Source: an optimization exercise on an open RTL-to-GDS flow (aim: a short achievable clock period and few clock cycles). Production flows keep margins and buffers that such runs may drop.
The RTL was checked by simulation tests, not by an equivalence proof against the original design.
Power figures rest on the tool's default switching activity, not on a simulated workload.

--- flow/design.v ---
`default_nettype none
package cpuPkg;
    localparam int dataWidth = 32;
    localparam int progWords = 64;
    typedef logic [dataWidth-1:0] wordT;
    localparam logic [1:0] classAluReg  = 2'd0;
    localparam logic [1:0] classAluImm  = 2'd1;
    localparam logic [1:0] classBranch  = 2'd2;
    localparam logic [1:0] classSpecial = 2'd3;
    typedef struct packed {
        logic       isBranch;
        logic [1:0] cond;
        logic [3:0] rs;
        logic [5:0] target;      
        logic       predT;       
    } nextT;
    typedef struct packed {
        wordT       w;           
        nextT       n;
        logic [5:0] relTarget;   
        logic       nBranch;     
    } entryT;
    typedef struct packed {
        logic [15:0] rsOH;       
        logic [15:0] rtOH;       
        logic [15:0] rdOH;       
        logic [3:0]  rsIdx;
        logic [3:0]  rtIdx;
        logic [3:0]  rdIdx;
        logic        usesRt;     
        logic        writes;     
        logic [31:0] immB;       
        logic        fAdd;       
        logic        isSub;
        logic        fAnd;
        logic        fOr;
        logic        fXor;
        logic        fNot;
        logic        fSll;
        logic        fSra;
        logic        fSrl;
        logic        fLoad;
        logic        isOut;
        logic        isBranch;
        logic        cAlways;    
        logic        cNeg;
        logic        cNonNeg;
        logic        cZero;
        logic        predT;      
        logic [63:0] targetOH;   
        logic        nBranch;    
        logic        c1Always;   
        logic        c1Neg;
        logic        c1NonNeg;
        logic        c1Zero;
        logic [15:0] rs1OH;      
        logic [3:0]  rs1Idx;
        logic        pred1;      
    } decT;
    typedef struct packed {
        logic [15:0] aSel;       
        logic        aSelR;      
        logic        aByp;       
        logic [15:0] bSel;
        logic        bSelR;
        logic        bByp;
        logic [15:0] s1Sel;      
        logic        s1SelR;
        logic        fold;       
        logic        foldGuess;  
        logic        unres;      
    } srcT;
    typedef struct packed {
        decT         d;
        srcT         s;
        logic [63:0] fallOH;     
        logic        valid;      
    } slotT;
    typedef struct packed {
        logic [15:0] rdOH;       
        logic [3:0]  rdIdx;
        logic        writes;
        logic        fAdd;
        logic        isSub;
        logic        fAnd;
        logic        fOr;
        logic        fXor;
        logic        fNot;
        logic        fSll;
        logic        fSra;
        logic        fSrl;
        logic        fLoad;
        logic        isOut;
        logic        guessed;    
        logic        predT;
        logic        cNeg;
        logic        cNonNeg;
        logic        cZero;
        logic        chk1;       
        logic        pred1;
        logic        c1Neg;
        logic        c1NonNeg;
        logic        c1Zero;
    } exT;
    typedef struct packed {
        logic        chk1;
        logic        pred1;
        logic        c1Neg;
        logic        c1NonNeg;
        logic        c1Zero;
    } chkT;
endpackage
`default_nettype wire
`default_nettype none
module claAdder #(
    parameter int adderWidth = 32
) (
    input  logic [adderWidth-1:0] a,
    input  logic [adderWidth-1:0] b,
    input  logic                  carryIn,
    output logic [adderWidth-1:0] carry
);
    localparam int n = adderWidth + 1;
    localparam int levels = $clog2(n);
    logic [n-1:0] g [levels+1];
    logic [n-1:0] p [levels+1];
    always_comb begin
        g[0][0] = carryIn;
        p[0][0] = 1'b0;
        for (int i = 0; i < adderWidth; i++) begin
            g[0][i+1] = a[i] & b[i];
            p[0][i+1] = a[i] ^ b[i];
        end
        for (int l = 0; l < levels; l++) begin
            for (int i = 0; i < n; i++) begin
                if (i >= (1 << l)) begin
                    g[l+1][i] = g[l][i] | (p[l][i] & g[l][i - (1 << l)]);
                    p[l+1][i] = p[l][i] & p[l][i - (1 << l)];
                end else begin
                    g[l+1][i] = g[l][i];
                    p[l+1][i] = p[l][i];
                end
            end
        end
        carry = g[levels][adderWidth-1:0];
    end
endmodule
`default_nettype wire
`default_nettype none
module alu (
    input  cpuPkg::exT   e,
    input  cpuPkg::wordT opAx,
    input  cpuPkg::wordT opB,
    input  logic         nextSub,
    output cpuPkg::wordT result,
    output cpuPkg::wordT resultX,
    output cpuPkg::wordT sum,
    output logic         resultZero
);
    cpuPkg::wordT carry;
    cpuPkg::wordT half;
    cpuPkg::wordT other;
    logic shiftOne;
    claAdder #(.adderWidth(32)) adder0 (
        .a(opAx),
        .b(opB),
        .carryIn(1'b0),
        .carry(carry)
    );
    assign half = opAx ^ opB;
    assign sum = (half ^ {32{e.isSub}}) ^ carry;
    assign shiftOne = opB[0];
    assign other = ({32{e.fAnd}} & (opAx & opB))
                 | ({32{e.fOr}} & (opAx | opB))
                 | ({32{e.fXor}} & half)
                 | ({32{e.fNot}} & ~opAx)
                 | ({32{e.fSll}} & (shiftOne ? {opAx[30:0], 1'b0} : opAx))
                 | ({32{e.fSra}} & (shiftOne ? {opAx[31], opAx[31:1]} : opAx))
                 | ({32{e.fSrl}} & (shiftOne ? {1'b0, opAx[31:1]} : opAx))
                 | ({32{e.fLoad}} & opB);
    assign result = e.fAdd ? sum : other;
    logic addZero;
    assign addZero = e.isSub ? (&half) : (&(~(half ^ {(opAx[30:0] | opB[30:0]), 1'b0})));
    assign resultZero = e.fAdd ? addZero : ~(|other);
    assign resultX = e.fAdd ? ((half ^ {32{e.isSub ^ nextSub}}) ^ carry)
                            : (other ^ {32{nextSub}});
endmodule
`default_nettype wire
`default_nettype none
module regFile (
    input  logic         clk,
    input  logic         reset,
    input  cpuPkg::wordT wbData,     
    input  logic         wbZero,     
    input  logic [15:0]  wbOH,       
    input  cpuPkg::srcT  s,
    output cpuPkg::wordT readA,
    output cpuPkg::wordT readB,
    output logic         zeroA,
    output logic         sign1,
    output logic         zero1,
    output logic [15:0]  validNext
);
    logic [15:0] valid;
    logic [15:0] nz;
    logic wbNz;
    cpuPkg::wordT regs [16];
    assign wbNz = !wbZero;
    assign validNext = valid | wbOH;
    always_ff @(posedge clk) begin
        if (reset) begin
            valid <= '0;
            nz <= '0;
        end else begin
            valid <= validNext;
            nz <= (nz & ~wbOH) | (wbOH & {16{wbNz}});
        end
    end
    for (genvar i = 0; i < 16; i++) begin : genReg
        always_ff @(posedge clk) begin
            if (wbOH[i]) begin
                regs[i] <= wbData;
            end
        end
    end
    always_comb begin
        readA = wbData & {32{s.aSelR}};
        readB = wbData & {32{s.bSelR}};
        zeroA = !(wbNz & s.aSelR);
        sign1 = wbData[31] & s.s1SelR;
        zero1 = !(wbNz & s.s1SelR);
        for (int i = 0; i < 16; i++) begin
            readA = readA | (regs[i] & {32{s.aSel[i]}});
            readB = readB | (regs[i] & {32{s.bSel[i]}});
            zeroA = zeroA & !(nz[i] & s.aSel[i]);
            sign1 = sign1 | (regs[i][31] & s.s1Sel[i]);
            zero1 = zero1 & !(nz[i] & s.s1Sel[i]);
        end
    end
endmodule
`default_nettype wire
`default_nettype none
module progMem #(
    parameter int progWords = 64
) (
    input  logic                         clk,
    input  logic                         progWrite,
    input  logic [$clog2(progWords)-1:0] progAddr,
    input  cpuPkg::wordT                 progData,
    input  logic [progWords-1:0]         addrF,
    input  logic [progWords-1:0]         addrT,
    output cpuPkg::entryT                entryF,
    output cpuPkg::entryT                entryT,
    output cpuPkg::entryT                entry0
);
    localparam int aw = $clog2(progWords);
    localparam int eb = 32 + 14 + 7;    
    logic [progWords-1:0] wrOH;      
    cpuPkg::wordT  wrData;
    cpuPkg::nextT  wrNext;
    logic [aw-1:0] target;
    logic [31:0]   words [progWords];
    logic [13:0]   nexts [progWords];
    logic [eb-1:0] entries [progWords];
    assign target = progAddr + aw'(1) + progData[aw-1:0];
    always_ff @(posedge clk) begin
        wrOH <= progWrite ? (progWords'(1) << progAddr) : '0;
        if (progData[31:30] == cpuPkg::classBranch) begin
            wrData <= {progData[31:6], target};
        end else begin
            wrData <= progData;
        end
        wrNext.isBranch <= (progData[31:30] == cpuPkg::classBranch);
        wrNext.cond <= progData[27:26];
        wrNext.rs <= progData[25:22];
        wrNext.target <= target;
        wrNext.predT <= progData[13];
    end
    logic [5:0]    relTs [progWords];
    logic          nBrs [progWords];
    for (genvar i = 0; i < progWords; i++) begin : genWord
        logic ownBranch;
        assign ownBranch = (words[i][31:30] == cpuPkg::classBranch);
        always_ff @(posedge clk) begin
            if (wrOH[i]) begin
                words[i] <= wrData;
                relTs[i] <= wrNext.isBranch ? wrData[5:0] : nexts[i][6:1];
                nBrs[i] <= nexts[i][13] && !wrNext.isBranch;
            end
            if (wrOH[(i + 1) % progWords]) begin
                nexts[i] <= wrNext;
                if (!ownBranch) begin
                    relTs[i] <= wrNext.target;
                end
                nBrs[i] <= wrNext.isBranch && !ownBranch;
            end
        end
        assign entries[i] = {words[i], nexts[i], relTs[i], nBrs[i]};
    end
    always_comb begin
        entryF = '0;
        entryT = '0;
        for (int i = 0; i < progWords; i++) begin
            entryF = entryF | (entries[i] & {eb{addrF[i]}});
            entryT = entryT | (entries[i] & {eb{addrT[i]}});
        end
    end
    assign entry0 = entries[0];
endmodule
`default_nettype wire
`default_nettype none
module srcCalc (
    input  cpuPkg::decT  d,
    input  logic         guessOK,
    input  logic [3:0]   eIdx,
    input  logic         eWrites,
    input  logic [3:0]   rIdx,
    input  logic         rWrites,
    input  logic [15:0]  fileMask,
    output cpuPkg::srcT  s
);
    logic s1Byp;
    logic s1Dep;
    always_comb begin
        s.aByp = eWrites && (d.rsIdx == eIdx);
        s.aSelR = rWrites && (d.rsIdx == rIdx);
        s.aSel = d.rsOH & fileMask;
        s.bByp = d.usesRt && eWrites && (d.rtIdx == eIdx);
        s.bSelR = rWrites && (d.rtIdx == rIdx);
        s.bSel = d.rtOH & fileMask;
        s1Byp = eWrites && (d.rs1Idx == eIdx);
        s1Dep = d.writes && (d.rs1Idx == d.rdIdx);
        s.s1SelR = rWrites && (d.rs1Idx == rIdx);
        s.s1Sel = d.rs1OH & fileMask;
        s.fold = d.nBranch && (d.c1Always || !(s1Byp || s1Dep));
        s.foldGuess = d.nBranch && !d.c1Always && s1Dep && guessOK;
        s.unres = d.nBranch && !d.c1Always && (s1Byp || s1Dep) && !s.foldGuess;
    end
endmodule
`default_nettype wire
`default_nettype none
module decoder (
    input  cpuPkg::entryT e,
    output cpuPkg::decT   d
);
    cpuPkg::wordT w;
    logic [1:0] cls;
    logic [3:0] func;
    logic isAlu;
    logic isOut;
    logic isBranch;
    logic nBranch;
    assign w = e.w;
    assign cls = w[31:30];
    assign func = w[29:26];
    assign isAlu = (cls == cpuPkg::classAluReg) || (cls == cpuPkg::classAluImm);
    assign isOut = (cls == cpuPkg::classSpecial) && (func == 4'hf);
    assign isBranch = (cls == cpuPkg::classBranch);
    assign nBranch = e.nBranch;
    always_comb begin
        d.rsOH = 16'd1 << w[25:22];
        d.rtOH = 16'd1 << w[21:18];
        d.rdOH = 16'd1 << w[17:14];
        d.rsIdx = w[25:22];
        d.rtIdx = w[21:18];
        d.rdIdx = w[17:14];
        d.usesRt = (cls == cpuPkg::classAluReg) || isOut;
        d.writes = isAlu;
        d.immB = {{18{w[13]}}, w[13:0]};
        d.fAdd = isOut || (isAlu && (func == 4'd0 || func == 4'd1));
        d.isSub = isAlu && (func == 4'd1);
        d.fAnd = isAlu && (func == 4'd2);
        d.fOr = isAlu && (func == 4'd3);
        d.fXor = isAlu && (func == 4'd4);
        d.fNot = isAlu && (func == 4'd5);
        d.fSll = isAlu && (func == 4'd6);
        d.fSra = isAlu && (func == 4'd7);
        d.fSrl = isAlu && (func == 4'd8);
        d.fLoad = isAlu && (func == 4'd9);
        d.isOut = isOut;
        d.isBranch = isBranch;
        d.cAlways = isBranch && (func[1:0] == 2'd0);
        d.cNeg = isBranch && (func[1:0] == 2'd1);
        d.cNonNeg = isBranch && (func[1:0] == 2'd2);
        d.cZero = isBranch && (func[1:0] == 2'd3);
        d.predT = w[13];
        d.targetOH = 64'd1 << e.relTarget;
        d.nBranch = nBranch;
        d.c1Always = nBranch && (e.n.cond == 2'd0);
        d.c1Neg = nBranch && (e.n.cond == 2'd1);
        d.c1NonNeg = nBranch && (e.n.cond == 2'd2);
        d.c1Zero = nBranch && (e.n.cond == 2'd3);
        d.rs1OH = 16'd1 << e.n.rs;
        d.rs1Idx = e.n.rs;
        d.pred1 = e.n.predT;
    end
endmodule
`default_nettype wire
`default_nettype none
module cpuTop #(
    parameter int progWords = 64
) (
    input  logic                         clk,
    input  logic                         reset,
    input  logic                         run,
    input  logic                         progWrite,
    input  logic [$clog2(progWords)-1:0] progAddr,
    input  cpuPkg::wordT                 progData,
    output logic                         outValid,
    output cpuPkg::wordT                 outValue
);
    cpuPkg::slotT dS;
    cpuPkg::slotT altS;
    cpuPkg::slotT altF;      
    cpuPkg::exT   eS;
    cpuPkg::wordT opA;
    cpuPkg::wordT opB;
    cpuPkg::wordT rR;
    logic         rZ;        
    logic         zA;        
    logic         resultZero;
    logic [15:0]  rRd;
    cpuPkg::chkT  rChk;
    cpuPkg::entryT entryF;
    cpuPkg::entryT entryT;
    cpuPkg::entryT entry0;
    cpuPkg::slotT candF;
    cpuPkg::slotT candT;
    cpuPkg::slotT cand0;
    cpuPkg::slotT candAlt;
    cpuPkg::slotT candAF;
    cpuPkg::exT   eNext;
    cpuPkg::wordT readA;
    cpuPkg::wordT readB;
    cpuPkg::wordT result;
    cpuPkg::wordT resultX;
    cpuPkg::wordT sum;
    cpuPkg::wordT opANext;
    cpuPkg::wordT opBNext;
    logic [63:0]  pcOH;
    logic [15:0]  validNext;
    logic         zeroA;
    logic         sign1;
    logic         zero1;
    logic         condD;
    logic         cond1;
    logic         guessD;
    logic         take0;
    logic         take1;
    logic         takeD;
    logic         condE;
    logic         wrong;
    logic         condR;
    logic         wrongR;
    logic         guessOK;
    logic [15:0]  dRdOH;
    logic         dWrites;
    logic [15:0]  maskNext;
    logic [15:0]  maskAlt;
    assign pcOH = dS.d.nBranch ? {dS.fallOH[1:0], dS.fallOH[63:2]}
                               : {dS.fallOH[0], dS.fallOH[63:1]};
    progMem #(
        .progWords(progWords)
    ) progMem0 (
        .clk(clk),
        .progWrite(progWrite),
        .progAddr(progAddr),
        .progData(progData),
        .addrF(dS.fallOH),
        .addrT(dS.d.targetOH),
        .entryF(entryF),
        .entryT(entryT),
        .entry0(entry0)
    );
    regFile regs0 (
        .clk(clk),
        .reset(reset),
        .wbData(rR),
        .wbZero(rZ),
        .wbOH(rRd),
        .s(dS.s),
        .readA(readA),
        .readB(readB),
        .zeroA(zeroA),
        .sign1(sign1),
        .zero1(zero1),
        .validNext(validNext)
    );
    decoder decF0 (.e(entryF), .d(candF.d));
    decoder decT0 (.e(entryT), .d(candT.d));
    decoder dec00 (.e(entry0), .d(cand0.d));
    assign dRdOH = dWrites ? dS.d.rdOH : 16'd0;
    assign dWrites = dS.valid && dS.d.writes;
    assign maskNext = validNext & ~dRdOH & ~eS.rdOH;
    assign maskAlt = validNext & ~eS.rdOH;
    assign guessOK = !(dS.valid && dS.s.foldGuess);
    srcCalc srcF0 (
        .d(candF.d), .guessOK(guessOK), .eIdx(dS.d.rdIdx), .eWrites(dWrites),
        .rIdx(eS.rdIdx), .rWrites(eS.writes), .fileMask(maskNext), .s(candF.s)
    );
    srcCalc srcT0 (
        .d(candT.d), .guessOK(guessOK), .eIdx(dS.d.rdIdx), .eWrites(dWrites),
        .rIdx(eS.rdIdx), .rWrites(eS.writes), .fileMask(maskNext), .s(candT.s)
    );
    srcCalc srcA0 (
        .d(altS.d), .guessOK(1'b1), .eIdx(4'd0), .eWrites(1'b0),
        .rIdx(eS.rdIdx), .rWrites(eS.writes), .fileMask(maskAlt), .s(candAlt.s)
    );
    srcCalc srcAF0 (
        .d(altF.d), .guessOK(1'b1), .eIdx(4'd0), .eWrites(1'b0),
        .rIdx(4'd0), .rWrites(1'b0), .fileMask(validNext), .s(candAF.s)
    );
    srcCalc src00 (
        .d(cand0.d), .guessOK(1'b1), .eIdx(4'd0), .eWrites(1'b0),
        .rIdx(4'd0), .rWrites(1'b0), .fileMask(16'd0), .s(cand0.s)
    );
    assign candF.fallOH = candF.d.nBranch ? {dS.fallOH[61:0], dS.fallOH[63:62]}
                                          : {dS.fallOH[62:0], dS.fallOH[63]};
    assign candT.fallOH = candT.d.nBranch ? {dS.d.targetOH[61:0], dS.d.targetOH[63:62]}
                                          : {dS.d.targetOH[62:0], dS.d.targetOH[63]};
    assign cand0.fallOH = cand0.d.nBranch ? 64'd4 : 64'd2;
    assign candAlt.d = altS.d;
    assign candAlt.fallOH = altS.fallOH;
    assign candAF.d = altF.d;
    assign candAF.fallOH = altF.fallOH;
    assign candAF.valid = 1'b1;
    assign candF.valid = 1'b1;
    assign candT.valid = 1'b1;
    assign candAlt.valid = 1'b1;
    assign cand0.valid = 1'b1;
    assign condD = dS.d.cAlways
                 | (dS.d.cNeg & readA[31])
                 | (dS.d.cNonNeg & ~readA[31])
                 | (dS.d.cZero & zeroA);
    assign guessD = dS.s.aByp && !dS.d.cAlways;
    assign take0 = dS.valid && dS.d.isBranch && (guessD ? dS.d.predT : condD);
    assign cond1 = dS.d.c1Always
                 | (dS.d.c1Neg & sign1)
                 | (dS.d.c1NonNeg & ~sign1)
                 | (dS.d.c1Zero & zero1);
    assign take1 = dS.valid && ((dS.s.fold && cond1) || (dS.s.foldGuess && dS.d.pred1));
    assign takeD = take0 || take1;
    assign opANext = dS.s.aByp ? resultX : (readA ^ {32{dS.d.isSub}});
    assign opBNext = dS.s.bByp ? result : (dS.d.usesRt ? readB : dS.d.immB);
    always_comb begin
        eNext.rdOH = dS.d.writes ? dS.d.rdOH : 16'd0;
        eNext.rdIdx = dS.d.rdIdx;
        eNext.writes = dS.d.writes;
        eNext.fAdd = dS.d.fAdd;
        eNext.isSub = dS.d.isSub;
        eNext.fAnd = dS.d.fAnd;
        eNext.fOr = dS.d.fOr;
        eNext.fXor = dS.d.fXor;
        eNext.fNot = dS.d.fNot;
        eNext.fSll = dS.d.fSll;
        eNext.fSra = dS.d.fSra;
        eNext.fSrl = dS.d.fSrl;
        eNext.fLoad = dS.d.fLoad;
        eNext.isOut = dS.d.isOut;
        eNext.guessed = dS.d.isBranch && guessD;
        eNext.predT = dS.d.predT;
        eNext.cNeg = dS.d.cNeg;
        eNext.cNonNeg = dS.d.cNonNeg;
        eNext.cZero = dS.d.cZero;
        eNext.chk1 = dS.s.foldGuess;
        eNext.pred1 = dS.d.pred1;
        eNext.c1Neg = dS.d.c1Neg;
        eNext.c1NonNeg = dS.d.c1NonNeg;
        eNext.c1Zero = dS.d.c1Zero;
    end
    alu alu0 (
        .e(eS),
        .opAx(opA),
        .opB(opB),
        .nextSub(dS.d.isSub),
        .result(result),
        .resultX(resultX),
        .sum(sum),
        .resultZero(resultZero)
    );
    assign condE = (eS.cNeg & opA[31])
                 | (eS.cNonNeg & ~opA[31])
                 | (eS.cZero & zA);
    assign wrong = eS.guessed && (condE != eS.predT);
    assign condR = (rChk.c1Neg & rR[31])
                 | (rChk.c1NonNeg & ~rR[31])
                 | (rChk.c1Zero & rZ);
    assign wrongR = rChk.chk1 && (condR != rChk.pred1);
    always_ff @(posedge clk) begin
        if (reset) begin
            dS <= cand0;
            eS <= '0;
            rRd <= '0;
            rChk <= '0;
        end else begin
            rRd <= eS.rdOH;
            rChk.chk1 <= eS.chk1;
            rChk.pred1 <= eS.pred1;
            rChk.c1Neg <= eS.c1Neg;
            rChk.c1NonNeg <= eS.c1NonNeg;
            rChk.c1Zero <= eS.c1Zero;
            if (wrongR) begin
                dS <= candAF;
                eS <= '0;
                rRd <= '0;
                rChk <= '0;
            end else if (wrong) begin
                dS <= candAlt;
                eS <= '0;
            end else if (!run) begin
                dS <= candF;
                dS.valid <= !dS.valid;
                if (dS.valid) begin
                    dS.fallOH <= pcOH;
                end
                eS <= '0;
            end else if (dS.valid && dS.s.unres) begin
                dS <= candF;
                dS.valid <= 1'b0;
                dS.fallOH <= {dS.fallOH[0], dS.fallOH[63:1]};
                eS <= eNext;
            end else begin
                dS <= takeD ? candT : candF;
                eS <= dS.valid ? eNext : '0;
            end
        end
    end
    always_ff @(posedge clk) begin
        altS <= dS.d.predT ? candF : candT;
        if (dS.valid && dS.s.foldGuess) begin
            altF <= dS.d.pred1 ? candF : candT;
        end
        opA <= opANext;
        opB <= opBNext;
        rR <= result;
        rZ <= resultZero;
        zA <= resultZero;
    end
    always_ff @(posedge clk) begin
        outValid <= !reset && eS.isOut && !wrongR;
        outValue <= sum;
    end
endmodule
`default_nettype wire
--- flow/run.sh ---
#!/bin/bash
# synth_recipe.tcl (not shown) runs the flow's synth.tcl, then flattens the netlist and writes it again
# the make line also repeats each setting of config.mk as NAME=value (left out here)
make -C /OpenROAD-flow-scripts/flow DESIGN_CONFIG=/design/flow/config.mk WORK_HOME=/design/flow/orfs CLKGATE_MAP_FILE= SYNTH_SCRIPT=/design/flow/synth_recipe.tcl finish
--- flow/config.mk ---
export PLATFORM = sky130hd
export DESIGN_NAME = cpuTop
export DESIGN_NICKNAME = cpuTop
export VERILOG_FILES = /design/flow/design.v
export SDC_FILE = /design/flow/constraint.sdc
export NUM_CORES = 4
export LEC_CHECK = 0
export ABC_AREA = 1
export CAP_MARGIN = 20
export CORE_MARGIN = 2
export CORE_UTILIZATION = 35
export GPL_ROUTABILITY_DRIVEN = 1
export PLACE_DENSITY = 0.5
export SETUP_SLACK_MARGIN = 2.6
export SLEW_MARGIN = 20
--- flow/constraint.sdc ---
create_clock -name core_clock -period 5.0 [get_ports {clk}]
set_input_delay 1.0000 -clock core_clock [delete_from_list [all_inputs] [get_ports {clk}]]
set_output_delay 1.0000 -clock core_clock [all_outputs]
set_load 0.01 [all_outputs]
==> summary.txt <==
-- stage by stage --
stage	cell area, um^2	power [uW]	setup WS (ns)
6_report	288000	158000	1.75
5_1_grt	287000	157000	1.82
4_1_cts	276000	142000	2.09
3_5_place_dp	230000	83800	0.333
3_3_place_gp	230000	83700	0.341
2_1_floorplan	216000	61500	0.561
-- final timing paths --
kind                    endpoint
max reg2reg               dS[50]
min          progMem0.wrData[11]
min reg2reg              rChk[2]
max                       dS[50]
-- area by class of cell --
class / count / area, um^2 / area share
Antenna cell: 312 / 781 / 0.00271
Timing Repair Buffer: 2874 / 36200 / 0.126
Clock inverter: 257 / 2870 / 0.00997
Sequential cell: 4511 / 125000 / 0.433
Tap cell: 8120 / 10200 / 0.0353
Inverter: 1385 / 5720 / 0.0199
Clock buffer: 747 / 15000 / 0.0521
Multi-Input combinational cell: 17500 / 92400 / 0.321
-- cells in the mapped netlist, drive strengths merged, types with 88 or more instances --
cell type	n
a21oi	507
clkbuf	742
o211ai	88
nor2	1881
nor3	232
a22o	361
o221ai	194
a221oi	228
inv	1373
buf	777
nand3	632
o22ai	279
o21ai	1555
edfxtp	3310
xor2	154
nand2	9781
dfxtp	1201
nand4	1034
-- worst max-delay path, stage by stage (launching register included) --
cell and delay (ns):
dfxtp_4 0.62, buf_16 0.32, nand2_1 0.12, nand4_1 0.16, nor3_2 0.07, nand2_1 0.10
nor2_4 0.06, buf_12 0.13, clkbuf_16 0.18, buf_6 0.12, buf_6 0.11, buf_16 0.15
o21ai_4 0.25, nand2_1 0.08, nand3_1 0.08, nand4_1 0.13, nand2_1 0.13, nand2_1 0.08
-- flip-flops by register name (all words and copies together) (netlist names), 25 cells and up, named ones only --
register / flops
progMem0.wrOH: 64
progMem0.nBrs: 64
progMem0.wrData: 25
progMem0.relTs: 384
regs0.regs: 512
dS: 243
altF: 238
progMem0.words: 1607
opA: 32
eS: 42
opB: 32
rR: 32
altS: 246
progMem0.nexts: 889
outValue: 32
-- power by group --
| part | leakage (uW) | switching [uW] | internal (uW) |
|---|---|---|---|
| sequential | 0.0399 | 3820 | 42900 |
| combinational | 0.0637 | 45400 | 24600 |
| clock | 0.00867 | 18300 | 23200 |
| total | 0.112 | 67500 | 90600 |
-- what timing repair did --
| action | CTS | global route |
|---|---|---|
| pin swaps | 711 | 884 |
| hold buffers | 0 | 0 |
| cloned | 81 | 20 |
| gates resized for setup | 3558 | 1736 |
| buffers inserted | 1265 | 442 |
| endpoints found under the setup margin | 1178 | 958 |
| endpoints found under the hold margin | 0 | 0 |
-- logic make-up (layout without fill, tap and decap cells) --
kind of cell    count (synthesis)  in the layout
fa+ha+maj                      71             71
xor+xnor                      194            194
flops                        4511           4511
compound gates               3476           3476
simple gates                13700          13700
other cells                     0            312
buf+inv                      2904           5263
mux                             3              3
-- metal layers --
layer  wire (um)  global-route usage  vias to the layer above
li1            -                   -                    89000
met1      574000               0.606                   118000
met2      643000               0.681                    27100
met3      288000               0.270                     8288
met4      194000               0.455                      130
met5        3650              0.0256                        -
==> impl_metrics.env <==
export IMPL_fin_skew_ns=0.103
export IMPL_cp_end_kind="flip-flop"
export IMPL_synth_top_family_by_area="simple AND/OR/NAND/NOR gates"
export IMPL_cellPowerDensity_mw_per_mm2=550
export IMPL_fmaxAchievable_ghz=0.307
export IMPL_layout_min_cycle_time_ns=3.25
export IMPL_ys_async_sr_fraction=0
export IMPL_drive_gt1_frac=0.236
export IMPL_setup_viol=0
export IMPL_antenna_found_initial=274
export IMPL_r2r_slack_ns=1.75
export IMPL_area_delta_synth_final_pct=33.1
export IMPL_crit_path_max_fanout=12
export IMPL_maxSlewViolCount=0
export IMPL_place_congestion=1.08
export IMPL_wl_per_cell_um=47.7
export IMPL_drcViolationCount=0
export IMPL_synth_edff_count=3310
export IMPL_min_period_over_period=0.651
export IMPL_grt_max_degree=142
export IMPL_syn_nets=25000
export IMPL_synth_fa_ha_area_frac=0.00415
export IMPL_grt_pass1_vias=206000
export IMPL_synth_seq_cells=4511
export IMPL_rows=288
export IMPL_yosysWarnings=14
export IMPL_fin_util=0.468
export IMPL_drt_iter0_markers=52100
export IMPL_worstRegToRegCells=17
export IMPL_vdd_ir_drop_worst_v=0.000541
export IMPL_hold_class="primary input to flip-flop"
export IMPL_clkTransAtPathRegs_ns=0.06
export IMPL_cts_buffers=546
export IMPL_clockBufferDepth=4
export IMPL_synthXorXnorAreaFrac=0.00786
export IMPL_r2r_start="dS[171]"
export IMPL_grt_use_total=0.518
export IMPL_ant_nets=0
export IMPL_slew_headroom=0.0322
export IMPL_post_place_cells=32500
export IMPL_hpwl_mm=1020
export IMPL_viasPerCell=6.80
export IMPL_initial_core_util=0.351
export IMPL_vias=243000
export IMPL_muxShareOfSynthArea=0.000139
export IMPL_drt_pass1_iterations=17
export IMPL_synth_top_area_cell="edfxtp_1"
export IMPL_fin_nets=26900
export IMPL_tns_ns=0
export IMPL_status="complete, no violations"
export IMPL_io_pins=75
export IMPL_synth_compound_area_share=0.100
export IMPL_worstSetupStartpoint="dS[171]"
export IMPL_critPathArrivalTime_ns=4.28
export IMPL_hold_ws_ns=0.241
export IMPL_cts_tree="done"
export IMPL_synth_avg_cell_area_um2=8.69
export IMPL_rsz0062_at_grt="true"
export IMPL_synth_cell_type_count=74
export IMPL_hold_viol_final=0
export IMPL_syn_inst=24900
export IMPL_synth_area_mm2=0.216
export IMPL_grt_pass1_wl_mm=2120
export IMPL_wl_mm=1700
export IMPL_final_common_cell="nand2_1"
export IMPL_hp_start="progData[11]"
export IMPL_worst_pin_slew_ns=1.45
export IMPL_worst_ep_required_time_ns=6.03
export IMPL_yosysSeqAreaShare=0.571
export IMPL_htree_num_levels=6
export IMPL_synthSimpleGateAreaFrac=0.259
export IMPL_p_leak_uw=0.112
export IMPL_fillers=58400
export IMPL_die_height_um=790
export IMPL_synth_top_area_frac=0.460
export IMPL_synthTopCellsByArea="edfxtp_1, nand2_1, dfxtp_1"
export IMPL_critPathLaunchType="flip-flop"
export IMPL_grt_overflow=0
export IMPL_die_x_um=790
export IMPL_setup_worst_path_class="flip-flop to flip-flop"
export IMPL_clock_sinks=4511
export IMPL_root_buffer="clkbuf_16"
export IMPL_dieArea_mm2=0.624
export IMPL_synthFlopType="edfxtp_1"
export IMPL_layout_common_cells="nand2_1, edfxtp_1, nor2_1"
export IMPL_cap_violations=0
export IMPL_coreArea_mm2=0.615
export IMPL_portBuffers=74
export IMPL_clk_latency_ns=1.23
export IMPL_fin_cells=35700
export IMPL_holdPathStages=1
Testbench counts, summed over its fixed seeds: cycles 10,092.

-- separate check: timing with driven ports --
In the flow no input, the clock included, has a driving cell. The finished layout below was timed again as built, in two steps.
Step 1: set_driving_cell puts a clkbuf_16 on clk and a buf_2 on each other input, an assumption about the parent block.
Step 2 moves the port delays by t, midway between the first and last clock arrival at a register: inputs arrive t later, outputs are due t later. That takes back most of the time a late clock gives input paths.
Slacks: no drivers / after step 1 / after step 2; pairs: no drivers / after step 1.
t (ns): 1.315
setup WS [ns]: 1.747 / 1.747 / 0.862
worst setup path at the end: input to register
latest minus earliest clock arrival (ns): 0.109 / 0.110
slew at the worst register clock pin (ns): 0.07 / 0.07
After both steps this run still meets setup and hold. The setup slack of this run moves by 0.000 ns with the drivers and by -0.885 ns with both steps.
